Background: an optimization exercise with open tools, aiming at small area, a short achievable clock period and few clock cycles per item. Do not read the settings as production practice.
The RTL was checked by simulation tests, not by an equivalence proof against the original design.
The clock input has no modelled driver; a real chip could not lean on it and would need a root buffer or a full tree.
No activity file was given, so power comes from the tool's default toggle rates.

**flow/flow/run.sh**
```bash
#!/bin/bash
# The standard layout with four changes:
#  - flow/polarity.py edits the standard synthesis netlist: it drops the
#    inverters that synthesis leaves around full and half adders (a full
#    adder is self-dual, a half adder can become xor2 + a two-input gate)
#    and picks and2 or nand2 for each gating cell;
#  - output ports get a buf_2 and input ports a buf_1 (flow/pre_resize.tcl);
#  - the clock tree is reshaped after CTS (flow/post_cts.tcl): four root
#    buffers on the clock port, each driving a group of leaf buffers, so
#    every register is two buffers from the port;
#  - settings in flow/knobs.txt (setup margin for repair, CTS arguments, one
#    tie cell).
# Make output goes to standard_*.log here, each tool's own log to orfs/logs.
set -euo pipefail
R=$PWD/orfs/results/sky130hd/conv_top/base
KN=("BUFFER_PORTS_ARGS=-outputs -buffer_cell sky130_fd_sc_hd__buf_2" "PRE_RESIZE_TCL=$PWD/flow/pre_resize.tcl" "POST_CTS_TCL=$PWD/flow/post_cts.tcl")
if [[ -f flow/knobs.txt ]]; then
  while read -r line; do [[ -n "$line" ]] && KN+=("$line"); done < flow/knobs.txt
fi
bash standard.sh "${KN[@]}" "$R/1_2_yosys.v" > standard_synth.log 2>&1
cp "$R/1_2_yosys.v" "$R/1_2_yosys_std.v"
python3 flow/polarity.py "$R/1_2_yosys_std.v" "$R/1_2_yosys.v" > polarity.log 2>&1
bash standard.sh "${KN[@]}" finish > standard.log 2>&1
```
**flow/flow/knobs.txt**
```
SETUP_SLACK_MARGIN=21.55
SKIP_REPAIR_TIE_FANOUT=1
CTS_ARGS=-sink_clustering_enable -repair_clock_nets -sink_clustering_size 30 -sink_clustering_max_diameter 100 -buf_list sky130_fd_sc_hd__clkbuf_16 -dont_use_dummy_load
```
**flow/flow/polarity.py**
```python
#!/usr/bin/env python3
"""Removes inverters around full and half adders in a mapped netlist.

A full adder is self-dual: FA(~a, ~b, ~c) = (~cout, ~sum), so an fa cell may
work on inverted signals. An and2 may become a nand2 and back. A half adder
may become an xor2 or xnor2 for its sum and a two-input and-type cell for
its carry (nand2, nor2, and2, or2, nor2b, nand2b), which takes its inputs in
either polarity. A local search picks, for every such cell, the polarity of
its signals that needs the least inverter and cell area. Only plain inv cells
whose nets are internal are removed; everything else keeps its connections.

usage: polarity.py IN.v OUT.v
"""
import os
import random
import re
import sys
from collections import defaultdict

src = open(sys.argv[1]).read()
mod_start = src.index("module ")
body_start = src.index(";", mod_start) + 1
end = src.rindex("endmodule")
head, body, tail = src[:body_start], src[body_start:end], src[end:]

port_names = set()
for m in re.finditer(r"^\s*(input|output|inout)\s+(\[[^\]]*\]\s*)?(\w+)\s*;", body, re.M):
    port_names.add(m.group(3))

cell_re = re.compile(r"^\s*(sky130_fd_sc_hd__\w+)\s+(\S+)\s*\((.*?)\);\s*$", re.S | re.M)
pin_re = re.compile(r"\.(\w+)\(([^()]*)\)")
cells = []
for m in cell_re.finditer(body):
    pins = [(p, n.strip()) for p, n in pin_re.findall(m.group(3))]
    cells.append({"type": m.group(1), "name": m.group(2), "pins": pins})

OUTP = {"X", "Y", "Q", "Q_N", "SUM", "COUT", "HI", "LO"}
INV_AREA = 3.7536
A = {"and2": 6.256, "nand2": 3.7536, "nor2": 3.7536, "or2": 6.256, "nor2b": 6.256,
     "nand2b": 6.256, "xor2": 8.7584, "ha": 12.512}

def is_port_net(n):
    return n.split("[")[0].strip() in port_names

driver = {}
for i, c in enumerate(cells):
    for p, n in c["pins"]:
        if p in OUTP:
            driver[n] = (i, p)

inv_ok = set()
for i, c in enumerate(cells):
    if re.match(r"sky130_fd_sc_hd__inv_\d+$", c["type"]):
        d = dict(c["pins"])
        if not is_port_net(d["A"]) and not is_port_net(d["Y"]) and d["A"] in driver:
            inv_ok.add(i)

def resolve(n):
    inv = 0
    for _ in range(100):
        if n in driver and driver[n][0] in inv_ok:
            n = dict(cells[driver[n][0]]["pins"])["A"]
            inv ^= 1
        else:
            break
    return n, inv

# element kinds
FA, AND, HA = "fa", "and", "ha"
kind = {}
for i, c in enumerate(cells):
    t = c["type"]
    d = dict(c["pins"])
    if re.match(r"sky130_fd_sc_hd__fa_1$", t):
        kind[i] = FA
    elif t in ("sky130_fd_sc_hd__and2_1", "sky130_fd_sc_hd__nand2_1"):
        outp = "X" if t.endswith("and2_1") else "Y"
        if set(d) == {"A", "B", outp} and not is_port_net(d[outp]):
            kind[i] = AND
    elif t == "sky130_fd_sc_hd__ha_1":
        if set(d) == {"A", "B", "SUM", "COUT"} and not is_port_net(d["SUM"]) and not is_port_net(d["COUT"]):
            kind[i] = HA

# logical signals: the output nets of non-removed cells. For an original
# nand2 the logical signal is AND(a, b) (base polarity 1).
base = {}
for i, c in enumerate(cells):
    if kind.get(i) == AND and c["type"].endswith("nand2_1"):
        base[dict(c["pins"])["Y"]] = 1

# loads: (cell, pin, signal, inv) with inv relative to the logical signal
loads_of = defaultdict(list)     # signal -> [(cell, pin, inv)]
cell_in = defaultdict(list)      # cell -> [(pin, signal, inv)]
for i, c in enumerate(cells):
    if i in inv_ok:
        continue
    for p, n in c["pins"]:
        if p in OUTP:
            continue
        s, inv = resolve(n)
        inv ^= base.get(s, 0)
        loads_of[s].append((i, p, inv))
        cell_in[i].append((p, s, inv))

def out_sigs(i):
    return [n for p, n in cells[i]["pins"] if p in OUTP]

# state: fa flip; and polarity; ha (pol_sum, pol_carry)
state = {}
for i, k in kind.items():
    if k == FA:
        state[i] = 0
    elif k == AND:
        state[i] = base.get(dict(cells[i]["pins"]).get("Y", ""), 0)
    else:
        state[i] = (0, 0)

def sig_pol(s):
    if s not in driver:
        return 0
    i, p = driver[s]
    k = kind.get(i)
    if k == FA:
        return state[i]
    if k == AND:
        return state[i]
    if k == HA:
        return state[i][0] if p == "SUM" else state[i][1]
    return 0

def req(i, p, inv):
    # polarity a load needs of the net it is on; None: any (adder inputs of
    # a half adder use the signal's own net)
    if kind.get(i) == HA:
        return None
    if kind.get(i) == FA and p in ("A", "B", "CIN"):
        return inv ^ state[i]
    return inv

def inv_cost(s):
    pol = sig_pol(s)
    for (i, p, inv) in loads_of[s]:
        r = req(i, p, inv)
        if r is not None and r != pol:
            return INV_AREA
    return 0.0

def and_cell(ea, eb, pc):
    # cell for carry = La & Lb from nets carrying La^ea, Lb^eb, output polarity pc
    if ea == 0 and eb == 0:
        return ("nand2", A["nand2"]) if pc else ("and2", A["and2"])
    if ea == 1 and eb == 1:
        return ("or2", A["or2"]) if pc else ("nor2", A["nor2"])
    return ("nand2b", A["nand2b"]) if pc else ("nor2b", A["nor2b"])

def ha_e(i):
    d = {p: (s, inv) for p, s, inv in cell_in[i]}
    sa, ia = d["A"]
    sb, ib = d["B"]
    return sig_pol(sa) ^ ia, sig_pol(sb) ^ ib

def drv_cost(i):
    k = kind[i]
    if k == FA:
        return 0.0
    if k == AND:
        return A["nand2"] if state[i] else A["and2"]
    ea, eb = ha_e(i)
    px, pc = state[i]
    if ea == 0 and eb == 0 and px == 0 and pc == 0:
        return A["ha"]
    return A["xor2"] + and_cell(ea, eb, pc)[1]

def affected(i):
    sigs = set(out_sigs(i))
    if kind[i] == FA:
        sigs |= {s for p, s, inv in cell_in[i]}
    drv = {i}
    for s in out_sigs(i):
        for (j, p, inv) in loads_of[s]:
            if kind.get(j) == HA:
                drv.add(j)
    return sigs, drv

def local_cost(i):
    sigs, drv = affected(i)
    return sum(inv_cost(s) for s in sigs) + sum(drv_cost(j) for j in drv)

def total():
    sigs = set(loads_of) | set(driver)
    return sum(inv_cost(s) for s in sigs) + sum(drv_cost(j) for j in kind)

def options(i):
    if kind[i] == HA:
        return [(0, 0), (0, 1), (1, 0), (1, 1)]
    return [0, 1]

rng = random.Random(1)
elems = sorted(kind)
start_cost = total()

def greedy():
    improved = True
    while improved:
        improved = False
        for i in elems:
            cur = state[i]
            before = local_cost(i)
            best, best_c = cur, before
            for o in options(i):
                if o == cur:
                    continue
                state[i] = o
                c = local_cost(i)
                if c < best_c - 1e-9 or (abs(c - best_c) < 1e-9 and rng.random() < 0.2):
                    if c < best_c - 1e-9:
                        improved = True
                    best, best_c = o, c
            state[i] = best

greedy()
best_state, best_total = dict(state), total()
for it in range(int(os.environ.get("POL_ITERS", "1000"))):
    state.update(best_state)
    for i in rng.sample(elems, max(1, len(elems) // 12)):
        state[i] = rng.choice(options(i))
    greedy()
    t = total()
    if t < best_total - 1e-9:
        best_total, best_state = t, dict(state)
state.update(best_state)

# rebuild
need_inv = {}
for s in sorted(set(loads_of)):
    if inv_cost(s):
        need_inv[s] = f"pol_n{len(need_inv) + 1}"

def esc(n):
    return n + " " if n.startswith("\\") else n

def net_for(s, r):
    return s if r == sig_pol(s) else need_inv[s]

def cell_txt(t, name, pins):
    return "  sky130_fd_sc_hd__%s %s (\n%s\n  );" % (t, name, ",\n".join(f"    .{p}({esc(n)})" for p, n in pins))

out_cells = []
n_ha_split = 0
for i, c in enumerate(cells):
    if i in inv_ok:
        continue
    k = kind.get(i)
    if k == HA:
        d = dict(c["pins"])
        ea, eb = ha_e(i)
        px, pc = state[i]
        ins = {p: s for p, s, inv in cell_in[i]}
        na, nb = ins["A"], ins["B"]
        if ea == 0 and eb == 0 and px == 0 and pc == 0:
            out_cells.append(cell_txt("ha_1", c["name"], [("A", na), ("B", nb), ("COUT", d["COUT"]), ("SUM", d["SUM"])]))
            continue
        n_ha_split += 1
        x = "xor2_1" if (ea ^ eb) == px else "xnor2_1"
        out_cells.append(cell_txt(x, c["name"] + "_s", [("A", na), ("B", nb), ("X" if x == "xor2_1" else "Y", d["SUM"])]))
        t, _ = and_cell(ea, eb, pc)
        if t in ("nand2", "nor2"):
            pins = [("A", na), ("B", nb), ("Y", d["COUT"])]
        elif t in ("and2", "or2"):
            pins = [("A", na), ("B", nb), ("X", d["COUT"])]
        else:
            inv_net, true_net = (na, nb) if ea == 1 else (nb, na)
            if t == "nor2b":      # !A & B_N: A on the inverted net
                pins = [("A", inv_net), ("B_N", true_net), ("Y", d["COUT"])]
            else:                 # nand2b: A_N | !B, A_N on the inverted net
                pins = [("A_N", inv_net), ("B", true_net), ("Y", d["COUT"])]
        out_cells.append(cell_txt(t + "_1", c["name"] + "_c", pins))
        continue
    ctype = c["type"][len("sky130_fd_sc_hd__"):]
    pins = []
    for p, n in c["pins"]:
        if p in OUTP:
            if k == AND:
                p = "Y" if state[i] else "X"
            pins.append((p, n))
    if k == AND:
        ctype = "nand2_1" if state[i] else "and2_1"
    ins = []
    for p, s, inv in cell_in[i]:
        r = req(i, p, inv)
        ins.append((p, net_for(s, r)))
    # keep the original pin order: inputs first as they were, then outputs
    order = [p for p, n in c["pins"] if p not in OUTP]
    ins.sort(key=lambda x: order.index(x[0]))
    out_cells.append(cell_txt(ctype, c["name"], ins + pins))
for s, nn in need_inv.items():
    out_cells.append(cell_txt("inv_1", "pol_inv_" + nn[5:], [("A", s), ("Y", nn)]))

decl = cell_re.sub("", body)
decl = re.sub(r"\n\s*\n+", "\n", decl)
wires = "".join(f"  wire {nn};\n" for nn in need_inv.values())
open(sys.argv[2], "w").write(head + decl + wires + "\n".join(out_cells) + "\n" + tail)
print(f"polarity: {len(inv_ok)} removable inverters -> {len(need_inv)}, "
      f"{sum(1 for i in kind if kind[i] == FA and state[i])} of {sum(1 for i in kind if kind[i] == FA)} fa flipped, "
      f"{n_ha_split} of {sum(1 for i in kind if kind[i] == HA)} ha split, "
      f"area of the cells it chooses {start_cost:.1f} -> {total():.1f}")
```
**flow/flow/post_cts.tcl**
```tcl
# Runs at the end of the CTS step (POST_CTS_TCL). Reshapes the top of the
# clock tree: the middle level goes, and the leaf buffers are split into four
# groups, each driven by its own root buffer on the clock port, placed at the
# middle of its group. Every register stays two buffers from the clock port,
# so the tree stays balanced; it only gets shorter.
set block [ord::get_db_block]
set port_net [$block findNet sclk]
set nroots 4
proc is_clkbuf {inst} {
  return [string match "sky130_fd_sc_hd__clkbuf_*" [[$inst getMaster] getName]]
}
proc out_net {inst} {
  foreach it [$inst getITerms] {
    if {[$it isOutputSignal]} { return [$it getNet] }
  }
  return "NULL"
}
proc in_iterm {inst} {
  foreach it [$inst getITerms] {
    if {[$it isInputSignal]} { return $it }
  }
  return "NULL"
}
proc center {inst} {
  set b [$inst getBBox]
  return [list [expr {([$b xMin] + [$b xMax]) / 2}] [expr {([$b yMin] + [$b yMax]) / 2}]]
}
set roots {}
foreach it [$port_net getITerms] {
  set inst [$it getInst]
  if {[is_clkbuf $inst]} { lappend roots $inst }
}
if {[llength $roots] != 1} {
  puts "post_cts: [llength $roots] root buffers, tree kept"
  return
}
set root [lindex $roots 0]
set rnet [out_net $root]
# 1. drop the middle level
foreach it [$rnet getITerms] {
  set inst [$it getInst]
  if {$inst eq $root || ![is_clkbuf $inst]} { continue }
  set mnet [out_net $inst]
  set ok 1
  foreach it2 [$mnet getITerms] {
    set i2 [$it2 getInst]
    if {$i2 ne $inst && ![is_clkbuf $i2]} { set ok 0 }
  }
  if {!$ok} { continue }
  foreach it2 [$mnet getITerms] {
    set i2 [$it2 getInst]
    if {$i2 eq $inst} { continue }
    $it2 disconnect
    $it2 connect $rnet
  }
  puts "post_cts: removed [$inst getName]"
  odb::dbInst_destroy $inst
  odb::dbNet_destroy $mnet
}
# 2. the root's loads, all leaf buffers
set leaves {}
foreach it [$rnet getITerms] {
  set inst [$it getInst]
  if {$inst eq $root} { continue }
  if {![is_clkbuf $inst]} {
    puts "post_cts: root drives a register, one root kept"
    estimate_parasitics -placement
    return
  }
  lappend leaves $inst
}
# split into four groups: by x into halves, each half by y into halves
proc by_x {a b} { return [expr {[lindex [center $a] 0] - [lindex [center $b] 0]}] }
proc by_y {a b} { return [expr {[lindex [center $a] 1] - [lindex [center $b] 1]}] }
set sx [lsort -command by_x $leaves]
set h [expr {[llength $sx] / 2}]
set groups {}
foreach half [list [lrange $sx 0 [expr {$h - 1}]] [lrange $sx $h end]] {
  set sy [lsort -command by_y $half]
  set q [expr {[llength $sy] / 2}]
  lappend groups [lrange $sy 0 [expr {$q - 1}]] [lrange $sy $q end]
}
set master [[ord::get_db] findMaster sky130_fd_sc_hd__clkbuf_16]
set k 0
foreach g $groups {
  if {[llength $g] == 0} { continue }
  set sx 0; set sy 0
  foreach l $g { set c [center $l]; incr sx [lindex $c 0]; incr sy [lindex $c 1] }
  set cx [expr {$sx / [llength $g]}]
  set cy [expr {$sy / [llength $g]}]
  if {$k == 0} {
    set r $root
    set n $rnet
    if {[[$r getMaster] getName] ne [$master getName]} { $r swapMaster $master }
  } else {
    set r [odb::dbInst_create $block $master "clkbuf_root_$k"]
    set n [odb::dbNet_create $block "clknet_root_$k"]
    $n setSigType CLOCK
    [$r findITerm A] connect $port_net
    [$r findITerm X] connect $n
    foreach l $g {
      set it [in_iterm $l]
      $it disconnect
      $it connect $n
    }
  }
  $r setLocation $cx $cy
  $r setPlacementStatus PLACED
  puts "post_cts: root [$r getName] drives [llength $g] leaf buffers"
  incr k
}
detailed_placement
check_placement -verbose
estimate_parasitics -placement
report_clock_skew
```
**flow/flow/pre_resize.tcl**
```tcl
# Runs before the resize step (PRE_RESIZE_TCL). Global placement gave every
# output port a buf_2 (BUFFER_PORTS_ARGS); each input port gets a buf_1 here,
# which the step's repair and the detailed placement then handle as usual.
buffer_ports -inputs -buffer_cell sky130_fd_sc_hd__buf_1
```
**flow/standard.sh**
```bash
#!/bin/bash
# synth_recipe.tcl (not shown) runs the flow's synth.tcl, then flattens the netlist and writes it again
# the make line also repeats each setting of config.mk as NAME=value (left out here)
make -C /OpenROAD-flow-scripts/flow DESIGN_CONFIG=/design/flow/config.mk WORK_HOME=/design/flow/orfs CLKGATE_MAP_FILE= SYNTH_SCRIPT=/design/flow/synth_recipe.tcl "${@:-finish}"
```
**flow/config.mk**
```make
export PLATFORM = sky130hd
export DESIGN_NAME = conv_top
export DESIGN_NICKNAME = conv_top
export VERILOG_FILES = /design/flow/design.v
export SDC_FILE = /design/flow/constraint.sdc
export NUM_CORES = 4
export LEC_CHECK = 0
export CAP_MARGIN = 20
export CORE_MARGIN = 2
export CORE_UTILIZATION = 50
export PLACE_DENSITY = 0.75
export SLEW_MARGIN = 20
```
**flow/constraint.sdc**
```tcl
create_clock -name core_clock -period 28.0 [get_ports {sclk}]
set_input_delay 5.6000 -clock core_clock [delete_from_list [all_inputs] [get_ports {sclk}]]
set_output_delay 5.6000 -clock core_clock [all_outputs]
set_load 0.01 [all_outputs]
```
**flow/design.v**
```verilog
package conv_pkg;
    typedef logic [4:0]                         col_addr_t;     
    typedef logic [4:0]                         band_t;
    typedef logic [4:0]                         kernel_t;
    typedef logic [8:0]                         param_addr_t;   
    typedef logic [5-1:0]                 pix_col_t;
    typedef logic signed [8-1:0]    weight_t;
    typedef logic signed [8-1:0]    bias_t;
    typedef logic signed [16-1:0]  sum_t;
    typedef logic [16-1:0]         act_t;          
    typedef enum logic [1:0] {
        SEQ_IDLE,
        SEQ_LOAD,       
        SEQ_SWEEP       
    } seq_state_t;
endpackage
module conv_decode (
    input  logic        sclk,
    input  logic        s_rst_n,
    input  logic        cal_start,
    output logic        busy,
    output logic [4:0]  col,         
    output logic [2:0]  band,
    output logic        kern,
    output logic [3:0]  paddr,       
    output logic [4:0]  pwr,         
    output logic        tag_vld      
);
    logic        act;            
    logic        go;             
    logic        start;
    logic        last_col;
    logic        kern_d;
    logic        t0, t1;
    logic [2:0]  psi, psi_d, psi_p;
    assign start    = cal_start & ~busy;
    assign last_col = (col == 5'(28 - 1));
    assign t0       = act & (col >= 5'(5 - 1));
    assign go       = act & ~(last_col && band == 3'(8 - 1) && kern);
    assign kern_d   = (act && last_col && band == 3'(8 - 1)) ? ~kern : kern;
    assign psi      = kern ? 3'(paddr - 4'd5) : 3'(paddr);
    assign psi_d    = (psi == 3'd0) ? 3'd4 : psi - 3'd1;
    assign psi_p    = (psi == 3'd4) ? 3'd0 : psi + 3'd1;     
    for (genvar q = 0; q < 5; q++) begin : g_pwr
        assign pwr[q] = (psi_p == 3'(5 - 1 - q));
    end
    always_ff @(posedge sclk or negedge s_rst_n) begin
        if (!s_rst_n) begin
            act   <= 1'b0;
            col   <= '0;
            band  <= '0;
            kern  <= 1'b0;
            paddr <= '0;
        end else begin
            act   <= go | start;
            kern  <= kern_d;
            paddr <= (kern_d ? 4'd5 : 4'd0) + 4'(psi_d);
            if (act) begin
                if (last_col) begin
                    col  <= '0;
                    band <= band + 3'd1;     
                end else begin
                    col <= col + 5'd1;
                end
            end else begin
                col <= {4'd0, start};
            end
        end
    end
    always_ff @(posedge sclk or negedge s_rst_n) begin
        if (!s_rst_n) begin
            t1      <= 1'b0;
            tag_vld <= 1'b0;
            busy    <= 1'b0;
        end else begin
            t1      <= t0;
            tag_vld <= t1;
            busy    <= start | go | t0 | t1 | tag_vld;
        end
    end
endmodule
module conv_execute (
    input  logic                sclk,
    input  conv_pkg::pix_col_t  col_data,
    input  conv_pkg::weight_t   param_w_h0,
    input  conv_pkg::weight_t   param_w_h1,
    input  conv_pkg::weight_t   param_w_h2,
    input  conv_pkg::weight_t   param_w_h3,
    input  conv_pkg::weight_t   param_w_h4,
    input  conv_pkg::bias_t     param_bias,
    input  logic [4:0]          pwr,         
    output logic signed [12:0]  sum
);
    logic [5-1:0][5-1:0][7:0] w;    
    logic [5-1:0][5-1:0]      p;    
    logic [7:0]  b;
    logic [12:0] ra, rb;
    always_ff @(posedge sclk) begin
        w <= {w[5-2:0], {param_w_h4, param_w_h3, param_w_h2, param_w_h1, param_w_h0}};
        b <= param_bias;
    end
    for (genvar q = 0; q < 5; q++) begin : g_slot
        always_ff @(posedge sclk) begin
            if (pwr[q])
                p[q] <= col_data;
        end
    end
    logic t1, t2, t3, t4, t5, t6, t7, t8, t9, t10, t11, t12, t13, t14, t15, t16, t17, t18, t19, t20, t21, t22, t23, t24, t25, t26, t27, t28, t29, t30, t31, t32, t33, t34, t35, t36, t37, t38, t39, t40, t41, t42, t43, t44, t45, t46, t47, t48, t49, t50, t51, t52, t53, t54, t55, t56, t57, t58, t59, t60, t61, t62, t63, t64, t65, t66, t67, t68, t69, t70, t71, t72, t73, t74, t75, t76, t77, t78, t79, t80, t81, t82, t83, t84, t85, t86, t87, t88, t89, t90, t91, t92, t93, t94, t95, t96, t97, t98, t99, t100, t101, t102, t103, t104, t105, t106, t107, t108, t109, t110, t111, t112, t113, t114, t115, t116, t117, t118, t119, t120, t121, t122, t123, t124, t125, t126, t127, t128, t129, t130, t131, t132, t133, t134, t135, t136, t137, t138, t139, t140, t141, t142, t143, t144, t145, t146, t147, t148, t149, t150, t151, t152, t153, t154, t155, t156, t157, t158, t159, t160, t161, t162, t163, t164, t165, t166, t167, t168, t169, t170, t171, t172, t173, t174, t175, t176, t177, t178, t179, t180, t181, t182, t183, t184, t185, t186, t187, t188, t189, t190, t191, t192, t193, t194, t195, t196, t197, t198, t199, t200, t201, t202, t203, t204, t205, t206, t207, t208, t209, t210, t211, t212, t213, t214, t215, t216, t217, t218, t219, t220, t221, t222, t223, t224, t225, t226, t227, t228, t229, t230, t231, t232, t233, t234, t235, t236, t237, t238, t239, t240, t241, t242, t243, t244, t245, t246, t247, t248, t249, t250, t251, t252, t253, t254, t255, t256, t257, t258, t259, t260, t261, t262, t263, t264, t265, t266, t267, t268, t269, t270, t271, t272, t273, t274, t275, t276, t277, t278, t279, t280, t281, t282, t283, t284, t285, t286, t287, t288, t289, t290, t291, t292, t293, t294, t295, t296, t297, t298, t299, t300, t301, t302, t303, t304, t305, t306, t307, t308, t309, t310, t311, t312, t313, t314, t315, t316, t317, t318, t319, t320, t321, t322, t323, t324, t325, t326, t327, t328, t329, t330, t331, t332, t333, t334, t335, t336, t337, t338, t339, t340, t341, t342, t343, t344, t345, t346, t347, t348, t349, t350, t351, t352, t353, t354, t355, t356, t357, t358, t359, t360, t361, t362, t363, t364, t365, t366, t367, t368, t369, t370, t371, t372, t373, t374, t375, t376, t377, t378, t379, t380, t381, t382, t383, t384, t385, t386, t387, t388, t389, t390, t391, t392, t393, t394, t395, t396, t397, t398;
    assign {t2, t1} = {1'b0, (p[0][0] & w[0][0][0])} + {1'b0, (p[0][1] & w[0][1][0])} + {1'b0, (p[0][2] & w[0][2][0])};
    assign {t4, t3} = {1'b0, (p[0][3] & w[0][3][0])} + {1'b0, (p[0][4] & w[0][4][0])} + {1'b0, (p[1][0] & w[1][0][0])};
    assign {t6, t5} = {1'b0, (p[1][1] & w[1][1][0])} + {1'b0, (p[1][2] & w[1][2][0])} + {1'b0, (p[1][3] & w[1][3][0])};
    assign t7 = (p[1][4] & w[1][4][0]) ^ (p[2][0] & w[2][0][0]);
    assign t8 = (p[1][4] & w[1][4][0]) & (p[2][0] & w[2][0][0]);
    assign {t10, t9} = {1'b0, (p[0][0] & w[0][0][1])} + {1'b0, (p[0][1] & w[0][1][1])} + {1'b0, (p[0][2] & w[0][2][1])};
    assign {t12, t11} = {1'b0, (p[0][3] & w[0][3][1])} + {1'b0, (p[0][4] & w[0][4][1])} + {1'b0, (p[1][0] & w[1][0][1])};
    assign {t14, t13} = {1'b0, (p[1][1] & w[1][1][1])} + {1'b0, (p[1][2] & w[1][2][1])} + {1'b0, (p[1][3] & w[1][3][1])};
    assign {t16, t15} = {1'b0, (p[1][4] & w[1][4][1])} + {1'b0, (p[2][0] & w[2][0][1])} + {1'b0, (p[2][1] & w[2][1][1])};
    assign {t18, t17} = {1'b0, (p[2][2] & w[2][2][1])} + {1'b0, (p[2][3] & w[2][3][1])} + {1'b0, (p[2][4] & w[2][4][1])};
    assign t19 = (p[3][0] & w[3][0][1]) ^ (p[3][1] & w[3][1][1]);
    assign t20 = (p[3][0] & w[3][0][1]) & (p[3][1] & w[3][1][1]);
    assign {t22, t21} = {1'b0, (p[0][0] & w[0][0][2])} + {1'b0, (p[0][1] & w[0][1][2])} + {1'b0, (p[0][2] & w[0][2][2])};
    assign {t24, t23} = {1'b0, (p[0][3] & w[0][3][2])} + {1'b0, (p[0][4] & w[0][4][2])} + {1'b0, (p[1][0] & w[1][0][2])};
    assign {t26, t25} = {1'b0, (p[1][1] & w[1][1][2])} + {1'b0, (p[1][2] & w[1][2][2])} + {1'b0, (p[1][3] & w[1][3][2])};
    assign {t28, t27} = {1'b0, (p[1][4] & w[1][4][2])} + {1'b0, (p[2][0] & w[2][0][2])} + {1'b0, (p[2][1] & w[2][1][2])};
    assign {t30, t29} = {1'b0, (p[2][2] & w[2][2][2])} + {1'b0, (p[2][3] & w[2][3][2])} + {1'b0, (p[2][4] & w[2][4][2])};
    assign {t32, t31} = {1'b0, (p[3][0] & w[3][0][2])} + {1'b0, (p[3][1] & w[3][1][2])} + {1'b0, (p[3][2] & w[3][2][2])};
    assign t33 = (p[3][3] & w[3][3][2]) ^ (p[3][4] & w[3][4][2]);
    assign t34 = (p[3][3] & w[3][3][2]) & (p[3][4] & w[3][4][2]);
    assign {t36, t35} = {1'b0, (p[0][0] & w[0][0][3])} + {1'b0, (p[0][1] & w[0][1][3])} + {1'b0, (p[0][2] & w[0][2][3])};
    assign {t38, t37} = {1'b0, (p[0][3] & w[0][3][3])} + {1'b0, (p[0][4] & w[0][4][3])} + {1'b0, (p[1][0] & w[1][0][3])};
    assign {t40, t39} = {1'b0, (p[1][1] & w[1][1][3])} + {1'b0, (p[1][2] & w[1][2][3])} + {1'b0, (p[1][3] & w[1][3][3])};
    assign {t42, t41} = {1'b0, (p[1][4] & w[1][4][3])} + {1'b0, (p[2][0] & w[2][0][3])} + {1'b0, (p[2][1] & w[2][1][3])};
    assign {t44, t43} = {1'b0, (p[2][2] & w[2][2][3])} + {1'b0, (p[2][3] & w[2][3][3])} + {1'b0, (p[2][4] & w[2][4][3])};
    assign {t46, t45} = {1'b0, (p[3][0] & w[3][0][3])} + {1'b0, (p[3][1] & w[3][1][3])} + {1'b0, (p[3][2] & w[3][2][3])};
    assign {t48, t47} = {1'b0, (p[3][3] & w[3][3][3])} + {1'b0, (p[3][4] & w[3][4][3])} + {1'b0, (p[4][0] & w[4][0][3])};
    assign {t50, t49} = {1'b0, (p[0][0] & w[0][0][4])} + {1'b0, (p[0][1] & w[0][1][4])} + {1'b0, (p[0][2] & w[0][2][4])};
    assign {t52, t51} = {1'b0, (p[0][3] & w[0][3][4])} + {1'b0, (p[0][4] & w[0][4][4])} + {1'b0, (p[1][0] & w[1][0][4])};
    assign {t54, t53} = {1'b0, (p[1][1] & w[1][1][4])} + {1'b0, (p[1][2] & w[1][2][4])} + {1'b0, (p[1][3] & w[1][3][4])};
    assign {t56, t55} = {1'b0, (p[1][4] & w[1][4][4])} + {1'b0, (p[2][0] & w[2][0][4])} + {1'b0, (p[2][1] & w[2][1][4])};
    assign {t58, t57} = {1'b0, (p[2][2] & w[2][2][4])} + {1'b0, (p[2][3] & w[2][3][4])} + {1'b0, (p[2][4] & w[2][4][4])};
    assign {t60, t59} = {1'b0, (p[3][0] & w[3][0][4])} + {1'b0, (p[3][1] & w[3][1][4])} + {1'b0, (p[3][2] & w[3][2][4])};
    assign {t62, t61} = {1'b0, (p[3][3] & w[3][3][4])} + {1'b0, (p[3][4] & w[3][4][4])} + {1'b0, (p[4][0] & w[4][0][4])};
    assign {t64, t63} = {1'b0, (p[0][0] & w[0][0][5])} + {1'b0, (p[0][1] & w[0][1][5])} + {1'b0, (p[0][2] & w[0][2][5])};
    assign {t66, t65} = {1'b0, (p[0][3] & w[0][3][5])} + {1'b0, (p[0][4] & w[0][4][5])} + {1'b0, (p[1][0] & w[1][0][5])};
    assign {t68, t67} = {1'b0, (p[1][1] & w[1][1][5])} + {1'b0, (p[1][2] & w[1][2][5])} + {1'b0, (p[1][3] & w[1][3][5])};
    assign {t70, t69} = {1'b0, (p[1][4] & w[1][4][5])} + {1'b0, (p[2][0] & w[2][0][5])} + {1'b0, (p[2][1] & w[2][1][5])};
    assign {t72, t71} = {1'b0, (p[2][2] & w[2][2][5])} + {1'b0, (p[2][3] & w[2][3][5])} + {1'b0, (p[2][4] & w[2][4][5])};
    assign {t74, t73} = {1'b0, (p[3][0] & w[3][0][5])} + {1'b0, (p[3][1] & w[3][1][5])} + {1'b0, (p[3][2] & w[3][2][5])};
    assign {t76, t75} = {1'b0, (p[3][3] & w[3][3][5])} + {1'b0, (p[3][4] & w[3][4][5])} + {1'b0, (p[4][0] & w[4][0][5])};
    assign {t78, t77} = {1'b0, (p[0][0] & w[0][0][6])} + {1'b0, (p[0][1] & w[0][1][6])} + {1'b0, (p[0][2] & w[0][2][6])};
    assign {t80, t79} = {1'b0, (p[0][3] & w[0][3][6])} + {1'b0, (p[0][4] & w[0][4][6])} + {1'b0, (p[1][0] & w[1][0][6])};
    assign {t82, t81} = {1'b0, (p[1][1] & w[1][1][6])} + {1'b0, (p[1][2] & w[1][2][6])} + {1'b0, (p[1][3] & w[1][3][6])};
    assign {t84, t83} = {1'b0, (p[1][4] & w[1][4][6])} + {1'b0, (p[2][0] & w[2][0][6])} + {1'b0, (p[2][1] & w[2][1][6])};
    assign {t86, t85} = {1'b0, (p[2][2] & w[2][2][6])} + {1'b0, (p[2][3] & w[2][3][6])} + {1'b0, (p[2][4] & w[2][4][6])};
    assign {t88, t87} = {1'b0, (p[3][0] & w[3][0][6])} + {1'b0, (p[3][1] & w[3][1][6])} + {1'b0, (p[3][2] & w[3][2][6])};
    assign {t90, t89} = {1'b0, (p[3][3] & w[3][3][6])} + {1'b0, (p[3][4] & w[3][4][6])} + {1'b0, (p[4][0] & w[4][0][6])};
    assign {t92, t91} = {1'b0, ~(p[0][0] & w[0][0][7])} + {1'b0, ~(p[0][1] & w[0][1][7])} + {1'b0, ~(p[0][2] & w[0][2][7])};
    assign {t94, t93} = {1'b0, ~(p[0][3] & w[0][3][7])} + {1'b0, ~(p[0][4] & w[0][4][7])} + {1'b0, ~(p[1][0] & w[1][0][7])};
    assign {t96, t95} = {1'b0, ~(p[1][1] & w[1][1][7])} + {1'b0, ~(p[1][2] & w[1][2][7])} + {1'b0, ~(p[1][3] & w[1][3][7])};
    assign {t98, t97} = {1'b0, ~(p[1][4] & w[1][4][7])} + {1'b0, ~(p[2][0] & w[2][0][7])} + {1'b0, ~(p[2][1] & w[2][1][7])};
    assign {t100, t99} = {1'b0, ~(p[2][2] & w[2][2][7])} + {1'b0, ~(p[2][3] & w[2][3][7])} + {1'b0, ~(p[2][4] & w[2][4][7])};
    assign {t102, t101} = {1'b0, ~(p[3][0] & w[3][0][7])} + {1'b0, ~(p[3][1] & w[3][1][7])} + {1'b0, ~(p[3][2] & w[3][2][7])};
    assign {t104, t103} = {1'b0, ~(p[3][3] & w[3][3][7])} + {1'b0, ~(p[3][4] & w[3][4][7])} + {1'b0, ~(p[4][0] & w[4][0][7])};
    assign {t106, t105} = {1'b0, t1} + {1'b0, t3} + {1'b0, t5};
    assign {t108, t107} = {1'b0, t7} + {1'b0, (p[2][1] & w[2][1][0])} + {1'b0, (p[2][2] & w[2][2][0])};
    assign {t110, t109} = {1'b0, (p[2][3] & w[2][3][0])} + {1'b0, (p[2][4] & w[2][4][0])} + {1'b0, (p[3][0] & w[3][0][0])};
    assign {t112, t111} = {1'b0, t2} + {1'b0, t4} + {1'b0, t6};
    assign {t114, t113} = {1'b0, t8} + {1'b0, t9} + {1'b0, t11};
    assign {t116, t115} = {1'b0, t13} + {1'b0, t15} + {1'b0, t17};
    assign {t118, t117} = {1'b0, t19} + {1'b0, (p[3][2] & w[3][2][1])} + {1'b0, (p[3][3] & w[3][3][1])};
    assign t119 = (p[3][4] & w[3][4][1]) ^ (p[4][0] & w[4][0][1]);
    assign t120 = (p[3][4] & w[3][4][1]) & (p[4][0] & w[4][0][1]);
    assign {t122, t121} = {1'b0, t10} + {1'b0, t12} + {1'b0, t14};
    assign {t124, t123} = {1'b0, t16} + {1'b0, t18} + {1'b0, t20};
    assign {t126, t125} = {1'b0, t21} + {1'b0, t23} + {1'b0, t25};
    assign {t128, t127} = {1'b0, t27} + {1'b0, t29} + {1'b0, t31};
    assign {t130, t129} = {1'b0, t33} + {1'b0, (p[4][0] & w[4][0][2])} + {1'b0, (p[4][1] & w[4][1][2])};
    assign t131 = (p[4][2] & w[4][2][2]) ^ (p[4][3] & w[4][3][2]);
    assign t132 = (p[4][2] & w[4][2][2]) & (p[4][3] & w[4][3][2]);
    assign {t134, t133} = {1'b0, t22} + {1'b0, t24} + {1'b0, t26};
    assign {t136, t135} = {1'b0, t28} + {1'b0, t30} + {1'b0, t32};
    assign {t138, t137} = {1'b0, t34} + {1'b0, t35} + {1'b0, t37};
    assign {t140, t139} = {1'b0, t39} + {1'b0, t41} + {1'b0, t43};
    assign {t142, t141} = {1'b0, t45} + {1'b0, t47} + {1'b0, (p[4][1] & w[4][1][3])};
    assign {t144, t143} = {1'b0, (p[4][2] & w[4][2][3])} + {1'b0, (p[4][3] & w[4][3][3])} + {1'b0, (p[4][4] & w[4][4][3])};
    assign {t146, t145} = {1'b0, t36} + {1'b0, t38} + {1'b0, t40};
    assign {t148, t147} = {1'b0, t42} + {1'b0, t44} + {1'b0, t46};
    assign {t150, t149} = {1'b0, t48} + {1'b0, t49} + {1'b0, t51};
    assign {t152, t151} = {1'b0, t53} + {1'b0, t55} + {1'b0, t57};
    assign {t154, t153} = {1'b0, t59} + {1'b0, t61} + {1'b0, (p[4][1] & w[4][1][4])};
    assign {t156, t155} = {1'b0, (p[4][2] & w[4][2][4])} + {1'b0, (p[4][3] & w[4][3][4])} + {1'b0, (p[4][4] & w[4][4][4])};
    assign {t158, t157} = {1'b0, t50} + {1'b0, t52} + {1'b0, t54};
    assign {t160, t159} = {1'b0, t56} + {1'b0, t58} + {1'b0, t60};
    assign {t162, t161} = {1'b0, t62} + {1'b0, t63} + {1'b0, t65};
    assign {t164, t163} = {1'b0, t67} + {1'b0, t69} + {1'b0, t71};
    assign {t166, t165} = {1'b0, t73} + {1'b0, t75} + {1'b0, (p[4][1] & w[4][1][5])};
    assign {t168, t167} = {1'b0, (p[4][2] & w[4][2][5])} + {1'b0, (p[4][3] & w[4][3][5])} + {1'b0, (p[4][4] & w[4][4][5])};
    assign {t170, t169} = {1'b0, t64} + {1'b0, t66} + {1'b0, t68};
    assign {t172, t171} = {1'b0, t70} + {1'b0, t72} + {1'b0, t74};
    assign {t174, t173} = {1'b0, t76} + {1'b0, t77} + {1'b0, t79};
    assign {t176, t175} = {1'b0, t81} + {1'b0, t83} + {1'b0, t85};
    assign {t178, t177} = {1'b0, t87} + {1'b0, t89} + {1'b0, (p[4][1] & w[4][1][6])};
    assign {t180, t179} = {1'b0, (p[4][2] & w[4][2][6])} + {1'b0, (p[4][3] & w[4][3][6])} + {1'b0, (p[4][4] & w[4][4][6])};
    assign {t182, t181} = {1'b0, t78} + {1'b0, t80} + {1'b0, t82};
    assign {t184, t183} = {1'b0, t84} + {1'b0, t86} + {1'b0, t88};
    assign {t186, t185} = {1'b0, t90} + {1'b0, t91} + {1'b0, t93};
    assign {t188, t187} = {1'b0, t95} + {1'b0, t97} + {1'b0, t99};
    assign {t190, t189} = {1'b0, t101} + {1'b0, t103} + {1'b0, ~(p[4][1] & w[4][1][7])};
    assign {t192, t191} = {1'b0, ~(p[4][2] & w[4][2][7])} + {1'b0, ~(p[4][3] & w[4][3][7])} + {1'b0, ~(p[4][4] & w[4][4][7])};
    assign t193 = t92 ^ t94;
    assign t194 = t92 & t94;
    assign {t196, t195} = {1'b0, t105} + {1'b0, t107} + {1'b0, t109};
    assign {t198, t197} = {1'b0, (p[3][1] & w[3][1][0])} + {1'b0, (p[3][2] & w[3][2][0])} + {1'b0, (p[3][3] & w[3][3][0])};
    assign {t200, t199} = {1'b0, t106} + {1'b0, t108} + {1'b0, t110};
    assign {t202, t201} = {1'b0, t111} + {1'b0, t113} + {1'b0, t115};
    assign {t204, t203} = {1'b0, t117} + {1'b0, t119} + {1'b0, (p[4][1] & w[4][1][1])};
    assign {t206, t205} = {1'b0, t112} + {1'b0, t114} + {1'b0, t116};
    assign {t208, t207} = {1'b0, t118} + {1'b0, t120} + {1'b0, t121};
    assign {t210, t209} = {1'b0, t123} + {1'b0, t125} + {1'b0, t127};
    assign t211 = t129 ^ t131;
    assign t212 = t129 & t131;
    assign {t214, t213} = {1'b0, t122} + {1'b0, t124} + {1'b0, t126};
    assign {t216, t215} = {1'b0, t128} + {1'b0, t130} + {1'b0, t132};
    assign {t218, t217} = {1'b0, t133} + {1'b0, t135} + {1'b0, t137};
    assign {t220, t219} = {1'b0, t139} + {1'b0, t141} + {1'b0, t143};
    assign {t222, t221} = {1'b0, t134} + {1'b0, t136} + {1'b0, t138};
    assign {t224, t223} = {1'b0, t140} + {1'b0, t142} + {1'b0, t144};
    assign {t226, t225} = {1'b0, t145} + {1'b0, t147} + {1'b0, t149};
    assign {t228, t227} = {1'b0, t151} + {1'b0, t153} + {1'b0, t155};
    assign {t230, t229} = {1'b0, t146} + {1'b0, t148} + {1'b0, t150};
    assign {t232, t231} = {1'b0, t152} + {1'b0, t154} + {1'b0, t156};
    assign {t234, t233} = {1'b0, t157} + {1'b0, t159} + {1'b0, t161};
    assign {t236, t235} = {1'b0, t163} + {1'b0, t165} + {1'b0, t167};
    assign {t238, t237} = {1'b0, t158} + {1'b0, t160} + {1'b0, t162};
    assign {t240, t239} = {1'b0, t164} + {1'b0, t166} + {1'b0, t168};
    assign {t242, t241} = {1'b0, t169} + {1'b0, t171} + {1'b0, t173};
    assign {t244, t243} = {1'b0, t175} + {1'b0, t177} + {1'b0, t179};
    assign {t246, t245} = {1'b0, t170} + {1'b0, t172} + {1'b0, t174};
    assign {t248, t247} = {1'b0, t176} + {1'b0, t178} + {1'b0, t180};
    assign {t250, t249} = {1'b0, t181} + {1'b0, t183} + {1'b0, t185};
    assign {t252, t251} = {1'b0, t187} + {1'b0, t189} + {1'b0, t191};
    assign {t254, t253} = {1'b0, t182} + {1'b0, t184} + {1'b0, t186};
    assign {t256, t255} = {1'b0, t188} + {1'b0, t190} + {1'b0, t192};
    assign {t258, t257} = {1'b0, t193} + {1'b0, t96} + {1'b0, t98};
    assign {t260, t259} = {1'b0, t100} + {1'b0, t102} + {1'b0, t104};
    assign {t262, t261} = {1'b0, t195} + {1'b0, t197} + {1'b0, (p[3][4] & w[3][4][0])};
    assign t263 = (p[4][0] & w[4][0][0]) ^ (p[4][1] & w[4][1][0]);
    assign t264 = (p[4][0] & w[4][0][0]) & (p[4][1] & w[4][1][0]);
    assign {t266, t265} = {1'b0, t196} + {1'b0, t198} + {1'b0, t199};
    assign {t268, t267} = {1'b0, t201} + {1'b0, t203} + {1'b0, (p[4][2] & w[4][2][1])};
    assign t269 = (p[4][3] & w[4][3][1]) ^ (p[4][4] & w[4][4][1]);
    assign t270 = (p[4][3] & w[4][3][1]) & (p[4][4] & w[4][4][1]);
    assign {t272, t271} = {1'b0, t200} + {1'b0, t202} + {1'b0, t204};
    assign {t274, t273} = {1'b0, t205} + {1'b0, t207} + {1'b0, t209};
    assign {t276, t275} = {1'b0, t211} + {1'b0, (p[4][4] & w[4][4][2])} + {1'b0, b[2]};
    assign {t278, t277} = {1'b0, t206} + {1'b0, t208} + {1'b0, t210};
    assign {t280, t279} = {1'b0, t212} + {1'b0, t213} + {1'b0, t215};
    assign {t282, t281} = {1'b0, t217} + {1'b0, t219} + {1'b0, b[3]};
    assign {t284, t283} = {1'b0, t214} + {1'b0, t216} + {1'b0, t218};
    assign {t286, t285} = {1'b0, t220} + {1'b0, t221} + {1'b0, t223};
    assign {t288, t287} = {1'b0, t225} + {1'b0, t227} + {1'b0, b[4]};
    assign {t290, t289} = {1'b0, t222} + {1'b0, t224} + {1'b0, t226};
    assign {t292, t291} = {1'b0, t228} + {1'b0, t229} + {1'b0, t231};
    assign {t294, t293} = {1'b0, t233} + {1'b0, t235} + {1'b0, b[5]};
    assign {t296, t295} = {1'b0, t230} + {1'b0, t232} + {1'b0, t234};
    assign {t298, t297} = {1'b0, t236} + {1'b0, t237} + {1'b0, t239};
    assign {t300, t299} = {1'b0, t241} + {1'b0, t243} + {1'b0, b[6]};
    assign {t302, t301} = {1'b0, t238} + {1'b0, t240} + {1'b0, t242};
    assign {t304, t303} = {1'b0, t244} + {1'b0, t245} + {1'b0, t247};
    assign {t306, t305} = {1'b0, t249} + {1'b0, t251} + {1'b0, ~b[7]};
    assign {t308, t307} = {1'b0, t246} + {1'b0, t248} + {1'b0, t250};
    assign {t310, t309} = {1'b0, t252} + {1'b0, t253} + {1'b0, t255};
    assign {t312, t311} = {1'b0, t257} + {1'b0, t259} + {1'b0, 1'b1};
    assign {t314, t313} = {1'b0, t254} + {1'b0, t256} + {1'b0, t258};
    assign t315 = t260 ^ t194;
    assign t316 = t260 & t194;
    assign {t318, t317} = {1'b0, t261} + {1'b0, t263} + {1'b0, (p[4][2] & w[4][2][0])};
    assign {t320, t319} = {1'b0, t262} + {1'b0, t264} + {1'b0, t265};
    assign t321 = t267 ^ t269;
    assign t322 = t267 & t269;
    assign {t324, t323} = {1'b0, t266} + {1'b0, t268} + {1'b0, t270};
    assign {t326, t325} = {1'b0, t271} + {1'b0, t273} + {1'b0, t275};
    assign {t328, t327} = {1'b0, t272} + {1'b0, t274} + {1'b0, t276};
    assign {t330, t329} = {1'b0, t277} + {1'b0, t279} + {1'b0, t281};
    assign {t332, t331} = {1'b0, t278} + {1'b0, t280} + {1'b0, t282};
    assign {t334, t333} = {1'b0, t283} + {1'b0, t285} + {1'b0, t287};
    assign {t336, t335} = {1'b0, t284} + {1'b0, t286} + {1'b0, t288};
    assign {t338, t337} = {1'b0, t289} + {1'b0, t291} + {1'b0, t293};
    assign {t340, t339} = {1'b0, t290} + {1'b0, t292} + {1'b0, t294};
    assign {t342, t341} = {1'b0, t295} + {1'b0, t297} + {1'b0, t299};
    assign {t344, t343} = {1'b0, t296} + {1'b0, t298} + {1'b0, t300};
    assign {t346, t345} = {1'b0, t301} + {1'b0, t303} + {1'b0, t305};
    assign {t348, t347} = {1'b0, t302} + {1'b0, t304} + {1'b0, t306};
    assign {t350, t349} = {1'b0, t307} + {1'b0, t309} + {1'b0, t311};
    assign {t352, t351} = {1'b0, t308} + {1'b0, t310} + {1'b0, t312};
    assign {t354, t353} = {1'b0, t313} + {1'b0, t315} + {1'b0, 1'b1};
    assign t355 = t317 ^ (p[4][3] & w[4][3][0]);
    assign t356 = t317 & (p[4][3] & w[4][3][0]);
    assign {t358, t357} = {1'b0, t318} + {1'b0, t319} + {1'b0, t321};
    assign {t360, t359} = {1'b0, t320} + {1'b0, t322} + {1'b0, t323};
    assign {t362, t361} = {1'b0, t324} + {1'b0, t326} + {1'b0, t327};
    assign {t364, t363} = {1'b0, t328} + {1'b0, t330} + {1'b0, t331};
    assign {t366, t365} = {1'b0, t332} + {1'b0, t334} + {1'b0, t335};
    assign {t368, t367} = {1'b0, t336} + {1'b0, t338} + {1'b0, t339};
    assign {t370, t369} = {1'b0, t340} + {1'b0, t342} + {1'b0, t343};
    assign {t372, t371} = {1'b0, t344} + {1'b0, t346} + {1'b0, t347};
    assign {t374, t373} = {1'b0, t348} + {1'b0, t350} + {1'b0, t351};
    assign {t376, t375} = {1'b0, t352} + {1'b0, t354} + {1'b0, t314};
    assign t377 = t355 ^ (p[4][4] & w[4][4][0]);
    assign t378 = t355 & (p[4][4] & w[4][4][0]);
    assign {t380, t379} = {1'b0, t356} + {1'b0, t357} + {1'b0, b[1]};
    assign {t382, t381} = {1'b0, t358} + {1'b0, t359} + {1'b0, t325};
    assign {t384, t383} = {1'b0, t360} + {1'b0, t361} + {1'b0, t329};
    assign {t386, t385} = {1'b0, t362} + {1'b0, t363} + {1'b0, t333};
    assign {t388, t387} = {1'b0, t364} + {1'b0, t365} + {1'b0, t337};
    assign {t390, t389} = {1'b0, t366} + {1'b0, t367} + {1'b0, t341};
    assign {t392, t391} = {1'b0, t368} + {1'b0, t369} + {1'b0, t345};
    assign {t394, t393} = {1'b0, t370} + {1'b0, t371} + {1'b0, t349};
    assign {t396, t395} = {1'b0, t372} + {1'b0, t373} + {1'b0, t353};
    assign {t398, t397} = {1'b0, t374} + {1'b0, t375} + {1'b0, t316};
    assign ra = {1'b1, t398, t396, t394, t392, t390, t388, t386, t384, t382, t380, t378, t377};
    assign rb = {1'b0, t376, t397, t395, t393, t391, t389, t387, t385, t383, t381, t379, b[0]};
    assign sum = ra + rb;
endmodule
module conv_result (
    input  logic                sclk,
    input  logic                s_rst_n,
    input  logic signed [12:0]  sum,
    input  logic                tag_vld,
    output logic [11:0]         act,
    output logic                act_vld
);
    always_ff @(posedge sclk) begin
        act <= sum[12] ? 12'd0 : 12'(sum);
    end
    always_ff @(posedge sclk or negedge s_rst_n) begin
        if (!s_rst_n)
            act_vld <= 1'b0;
        else
            act_vld <= tag_vld;
    end
endmodule
module conv_top (
    input  logic                   sclk,
    input  logic                   s_rst_n,
    input  logic                   cal_start,
    output logic                   busy,
    output conv_pkg::col_addr_t    data_rd_addr,
    output conv_pkg::band_t        row_cnt,
    input  conv_pkg::pix_col_t     col_data,
    output conv_pkg::param_addr_t  param_rd_addr,
    input  conv_pkg::weight_t      param_w_h0,
    input  conv_pkg::weight_t      param_w_h1,
    input  conv_pkg::weight_t      param_w_h2,
    input  conv_pkg::weight_t      param_w_h3,
    input  conv_pkg::weight_t      param_w_h4,
    output conv_pkg::kernel_t      bias_rd_addr,
    input  conv_pkg::bias_t        param_bias,
    output conv_pkg::act_t         conv_rslt_act,
    output logic                   conv_rslt_act_vld
);
    logic [2:0]          band;
    logic                kern;
    logic [3:0]          paddr;
    logic [4:0]          pwr;
    logic                tag_vld;
    logic signed [12:0]  sum;
    logic [11:0]         act;
    assign row_cnt       = {2'b0, band};
    assign param_rd_addr = {5'b0, paddr};
    assign bias_rd_addr  = {4'b0, kern};
    assign conv_rslt_act = {4'b0, act};
    conv_decode u_decode (
        .sclk      (sclk),
        .s_rst_n   (s_rst_n),
        .cal_start (cal_start),
        .busy      (busy),
        .col       (data_rd_addr),
        .band      (band),
        .kern      (kern),
        .paddr     (paddr),
        .pwr       (pwr),
        .tag_vld   (tag_vld)
    );
    conv_execute u_execute (
        .sclk       (sclk),
        .col_data   (col_data),
        .param_w_h0 (param_w_h0),
        .param_w_h1 (param_w_h1),
        .param_w_h2 (param_w_h2),
        .param_w_h3 (param_w_h3),
        .param_w_h4 (param_w_h4),
        .param_bias (param_bias),
        .pwr        (pwr),
        .sum        (sum)
    );
    conv_result u_result (
        .sclk    (sclk),
        .s_rst_n (s_rst_n),
        .sum     (sum),
        .tag_vld (tag_vld),
        .act     (act),
        .act_vld (conv_rslt_act_vld)
    );
endmodule
```
==> impl_metrics.csv, run 1 <==
group,metric,value,unit
detailed_routing,drc,0,
die,ios,98,
die,initial_core_util,50.9,%
placed_design,place_ws,21.62,ns
setup_path,max_stage_delay,0.44,ns
cells_and_area,final_cells,1230,
setup_path,rr_worst_depth,15,
job,cap_violations,0,
sta,period_share,23.1,%
setup_path,crit_family,"flip-flops",
pwr,p_per_area,134,nW/µm²
pwr,p_leak,4.81,nW
sta,setup_viol,0,
setup_path,startpoint_type,"flop",
hold_path,hold_path.class,"reg -> reg",
sta,fin_skew,0.0354,ns
setup_path,cp.required,22.40,ns
setup_path,rr_startpoint,"u_execute.p[6]",
sta,rsz0062_at_grt,"yes",
cells_and_area,register_area,5610,µm²
detailed_routing,wl_met3,1660,µm
setup_path,worst_setup_path_end_kind,"primary output",
placed_design,io_buffers,27,
setup_path,path_cells,"buf_6",
synth,synth-warning-count,3,
cts,worstSkewPairLatency,0.33,ns
setup_path,critPathKind,"reg -> out",
sta,whs,0.322,ns
cts,path_clk_slew,0.12,ns
synth,syn-num-nets,1108,
setup_path,crit_fanout,3,
pwr,vdd_ir_drop_max,0.167,mV
cells_and_area,num_antenna_cells,0,
setup_path,timing.rr.end,"u_result.act[11]",
global_routing,grt-ovfl-total,0,
placed_design,placed_area,12000,µm²
detailed_routing,drt_wl_total,24000,µm
synth,synthCells,855,
sta,hold_viol,0,
die,core_area,22600,µm²
detailed_routing,met2WireLength,12000,µm
global_routing,grtUsageTotal,20.9,%
run_status,status,"complete, no violations",
synth,netlist_area,11500,µm²
detailed_routing,ant_nets,0,
detailed_routing,num_vias,6349,
die,die_h,156,µm
sta,timing.slew.headroom,38.4,%
cells_and_area,nets,1200,
hold_path,hold_path_startpoint,"u_execute.w[122]",
setup_path,r2r_slack,21.77,ns
die,die_w,156,µm
cells_and_area,final_cell_area,12500,µm²
global_routing,antenna_found_initial,0,
hold_path,whs_endpoint,"u_execute.w[162]",
cells_and_area,fillers,1826,
detailed_routing,via_per_inst,5.16,
synth,syn_area_per_cell,13.4,µm²
setup_path,slowest_stage,"dfrtp_1",
setup_path,worst-path-buf-inv,1,
die,die-area,24200,µm²
sta,setup_tns,0,ns
sta,min_period,6.48,ns
setup_path,cp.arrival,0.88,ns
cells_and_area,multiInputGateArea,5680,µm²
global_routing,grt_pass1_wl,37000,µm
placed_design,hpwl,18100,µm
detailed_routing,drt_iter0_drc,406,
placed_design,finalWeightedCongestion,0.916,
sta,worst_pin_slew,0.922,ns
placed_design,dpl.cell_count,1203,
cells_and_area,syn_to_final_growth,8.94,%
sta,fin_ws,21.52,ns
detailed_routing,wl_met1,9560,µm
die,row_count,55,
detailed_routing,routedWlPerCell,19.5,µm
global_routing,grt_max_degree,31,
setup_path,crit_cells,1,
sta,fmaxAchievable,154,MHz
detailed_routing,dr.pass1.iters,5,
sta,final-max-slew-violation-count,0,
detailed_routing,routed.top_layer,"met4",
global_routing,first_global_vias,6948,
cts,cts_sinks,263,
cells_and_area,drive_above_1_share,7.41,%
hold_path,hold_path_depth,0,
[report_power, final]
part           internal, mW  switching, mW  leakage [nW]
sequential            0.414         0.0107          2.29
combinational         0.458          0.600          2.37
clock                0.0842          0.104         0.160
total                 0.956          0.715          4.81
[sequential cells by signal, summed over array words and instances, names as in the netlist]
register	cells
u_decode.band	3
u_result.act	12
u_decode.busy	1
u_decode.act	1
u_decode.kern	1
u_decode.t1	1
u_decode.tag_vld	1
u_result.act_vld	1
u_decode.paddr	4
u_execute.p	25
u_decode.col	5
u_execute.b	8
u_execute.w	200
[placed cells by master (no fill, tap or decap), types with 4 or more instances in the layout]
master / count
dfxtp_1: 220
or2_1: 8
a21oi_1: 11
nand2_1: 210
buf_4: 14
o21ai_0: 4
buf_2: 24
clkbuf_16: 13
edfxtp_1: 25
nor2_1: 29
xnor2_1: 18
mux2i_1: 4
nand3_1: 5
dfrtp_1: 16
inv_1: 20
xor2_1: 20
ha_1: 12
buf_1: 54
fa_1: 185
[worst max path at each step]
stage,slack (ns),endpoint,from
2_1_floorplan,21.75,u_decode.busy,cal_start
3_3_place_gp,21.73,u_decode.busy,cal_start
3_5_place_dp,21.62,u_decode.busy,cal_start
5_1_grt,21.49,data_rd_addr[4],u_decode.col[4]
6_report,21.52,data_rd_addr[4],u_decode.col[4]
[cell type report, without the clock buffers]
| type | count | share of cell area, % |
|---|---|---|
| Sequential cell | 263 | 44.8 |
| Timing Repair Buffer | 96 | 3.73 |
| Multi-Input combinational cell | 553 | 45.4 |
| Buffer | 3 | 0.600 |
| Tap cell | 285 | 2.85 |
| Inverter | 20 | 0.600 |
[stage by stage]
step / utilization (%) / total power, mW
3_5_place_dp: 53.3 / 1.48
3_3_place_gp: 52.4 / 1.45
2_1_floorplan: - / 1.31
5_1_grt: 55.4 / 1.83
6_report: 55.4 / 1.67
[routing by layer]
| metal | GRT usage, % | vias to the layer above |
|---|---|---|
| li1 | - | 2846 |
| met1 | 26.8 | 3212 |
| met2 | 35.7 | 237 |
| met3 | 3.89 | 54 |
| met4 | 7.78 | 0 |
| met5 | 0 | - |
Testbench counts, summed over its fixed seeds: cycles 21,648, results 18,432.
==> run 2: changes to the inputs <==
==> flow/flow/knobs.txt (replaced) <==
SETUP_SLACK_MARGIN=21.4
CTS_ARGS=-sink_clustering_enable -repair_clock_nets -sink_clustering_size 30 -sink_clustering_max_diameter 100 -buf_list sky130_fd_sc_hd__clkbuf_16 -dont_use_dummy_load
SKIP_REPAIR_TIE_FANOUT=1
==> run 2 against run 1 <==
Compared with the run above: die area unchanged; total power is 0.64% lower; first-iteration DRC count is 9.4% higher; sequential share of layout area grew 0.18 points; combinational power about the same; setup slack worse by 0.0062 ns; clock skew about the same; area after synthesis unchanged; sequential cell count is the same; core utilization fell by 0.22 points; fmax about the same.
==> impl_metrics.csv, run 2 <==
group,metric,value,unit
detailed_routing,num_vias,6308,
sta,final-max-slew-violation-count,0,
placed_design,placed_area,12000,µm²
setup_path,path_cells,"buf_2",
hold_path,whs_endpoint,"u_execute.w[162]",
cells_and_area,nets,1196,
setup_path,cp.arrival,0.88,ns
setup_path,slowest_stage,"dfrtp_1",
global_routing,grt-ovfl-total,0,
die,row_count,55,
global_routing,grt_pass1_wl,37000,µm
cells_and_area,drive_above_1_share,6.91,%
synth,synth-warning-count,3,
sta,fmaxAchievable,154,MHz
cells_and_area,utilization,55.2,%
global_routing,grtUsageTotal,20.9,%
cts,path_clk_slew,0.12,ns
cts,worstSkewPairLatency,0.33,ns
setup_path,max_stage_delay,0.43,ns
setup_path,startpoint_type,"flop",
die,ios,98,
detailed_routing,dr.pass1.iters,5,
pwr,p_leak,4.79,nW
synth,syn_area_per_cell,13.4,µm²
setup_path,crit_family,"flip-flops",
die,die_h,156,µm
sta,timing.slew.headroom,39.2,%
setup_path,cp.required,22.40,ns
hold_path,hold_path_depth,0,
sta,hold_viol,0,
detailed_routing,ant_nets,0,
pwr,fin_total_pwr,1.66,mW
placed_design,io_buffers,27,
die,core_area,22600,µm²
sta,worst_pin_slew,0.910,ns
hold_path,hold_path.class,"reg -> reg",
cells_and_area,final_cell_area,12500,µm²
setup_path,worst-path-buf-inv,1,
detailed_routing,via_per_inst,5.15,
cells_and_area,largestRegisters,"u_execute.w: 200 flops, u_execute.p: 25 flops, u_result.act: 12 flops",
detailed_routing,drt_wl_total,23800,µm
cells_and_area,syn_to_final_growth,8.50,%
placed_design,dpl.cell_count,1203,
synth,netlist_area,11500,µm²
global_routing,grt_max_degree,31,
detailed_routing,drt_iter0_drc,444,
global_routing,antenna_found_initial,0,
detailed_routing,routedWlPerCell,19.4,µm
pwr,p_per_area,133,nW/µm²
cts,cts_sinks,263,
sta,setup_tns,0,ns
cells_and_area,largest_reg_flops,200,
sta,min_period,6.48,ns
placed_design,place_ws,21.62,ns
sta,period_share,23.1,%
placed_design,finalWeightedCongestion,0.916,
detailed_routing,drc,0,
setup_path,crit_fanout,5,
sta,fin_skew,0.0354,ns
synth,syn-num-nets,1108,
synth,synthCells,855,
global_routing,first_global_vias,6948,
die,initial_core_util,50.9,%
setup_path,rr_worst_depth,15,
placed_design,hpwl,18100,µm
pwr,vdd_ir_drop_max,0.165,mV
cells_and_area,final_common_cell,"dfxtp_1",
sta,fin_ws,21.52,ns
setup_path,critPathKind,"reg -> out",
cells_and_area,num_antenna_cells,0,
sta,rsz0062_at_grt,"no",
die,die_w,156,µm
hold_path,hold_path_startpoint,"u_execute.w[122]",
cells_and_area,final_cells,1226,
cells_and_area,regMostFlops,"u_execute.w",
setup_path,startpoint,"u_decode.col[4]",
die,die-area,24200,µm²
sta,setup_viol,0,
sta,whs,0.322,ns
job,cap_violations,0,
setup_path,timing.rr.end,"u_result.act[11]",
setup_path,rr_startpoint,"u_execute.p[6]",
setup_path,worst_setup_path_end_kind,"primary output",
cells_and_area,fillers,1831,
cells_and_area,mostFrequentLayoutCells,"dfxtp_1, nand2_1, fa_1",
setup_path,r2r_slack,21.79,ns
run_status,status,"complete, no violations",
==> run 2: layout make-up, without the clock buffers <==
class / count / area, µm² / area share (%)
Buffer: 3 / 75.1 / 0.603
Inverter: 20 / 75.1 / 0.603
Multi-Input combinational cell: 553 / 5670 / 45.5
Sequential cell: 263 / 5610 / 45.0
Tap cell: 285 / 357 / 2.86
Timing Repair Buffer: 92 / 424 / 3.40
==> run 2: metal layers <==
metal / wire length [µm] / up-vias / GRT usage [%] / share of wire [%]
met5: 0 / - / 0 / 0
met4: 809 / 0 / 7.78 / 3.4
met3: 1600 / 56 / 3.89 / 6.7
met2: 11800 / 224 / 35.7 / 50
met1: 9600 / 3190 / 26.8 / 40
li1: - / 2838 / - / -
==> run 2: worst max path at each step <==
stage	endpoint	cells past startpoint
after global routing	data_rd_addr[4]	1
after global placement	u_decode.busy	3
after floorplan	u_decode.busy	3
final	data_rd_addr[4]	1
after detailed placement	u_decode.busy	4
==> run 2: power by group <==
part / leakage [nW] / internal (mW) / switching [mW] / total, mW
combinational: 2.34 / 0.453 / 0.594 / 1.05
sequential: 2.29 / 0.414 / 0.0107 / 0.424
clock: 0.160 / 0.0842 / 0.104 / 0.188
total: 4.79 / 0.951 / 0.709 / 1.66

-- afterwards: timing with drivers on the ports --
Ports are ideal in the flow. The routed layouts listed here were re-timed in OpenROAD.
Step 1 sets driving cells, clkbuf_16 on the clock port and buf_2 on the other inputs (assumed; they add their load-dependent delay and slew).
Step 2, shift: input delay + t, output delay - t, t = (earliest + latest rising clock arrival at the registers) / 2. This alone moves slack from input paths to output paths.
a / b / c = no drivers / after step 1 / after step 2; a / b = the first two.
| run | t, ns | setup slack, ns | hold WS [ns] | cell pins on the clock port's net |
|---|---|---|---|---|
| run 1 | 0.400 | 21.524 / 21.433 / 21.620 | 0.322 / 0.322 / 0.322 | 4 |
| run 2 | 0.399 | 21.518 / 21.427 / 21.617 | 0.322 / 0.322 / 0.322 | 4 |
After both steps every run listed still meets setup and hold.
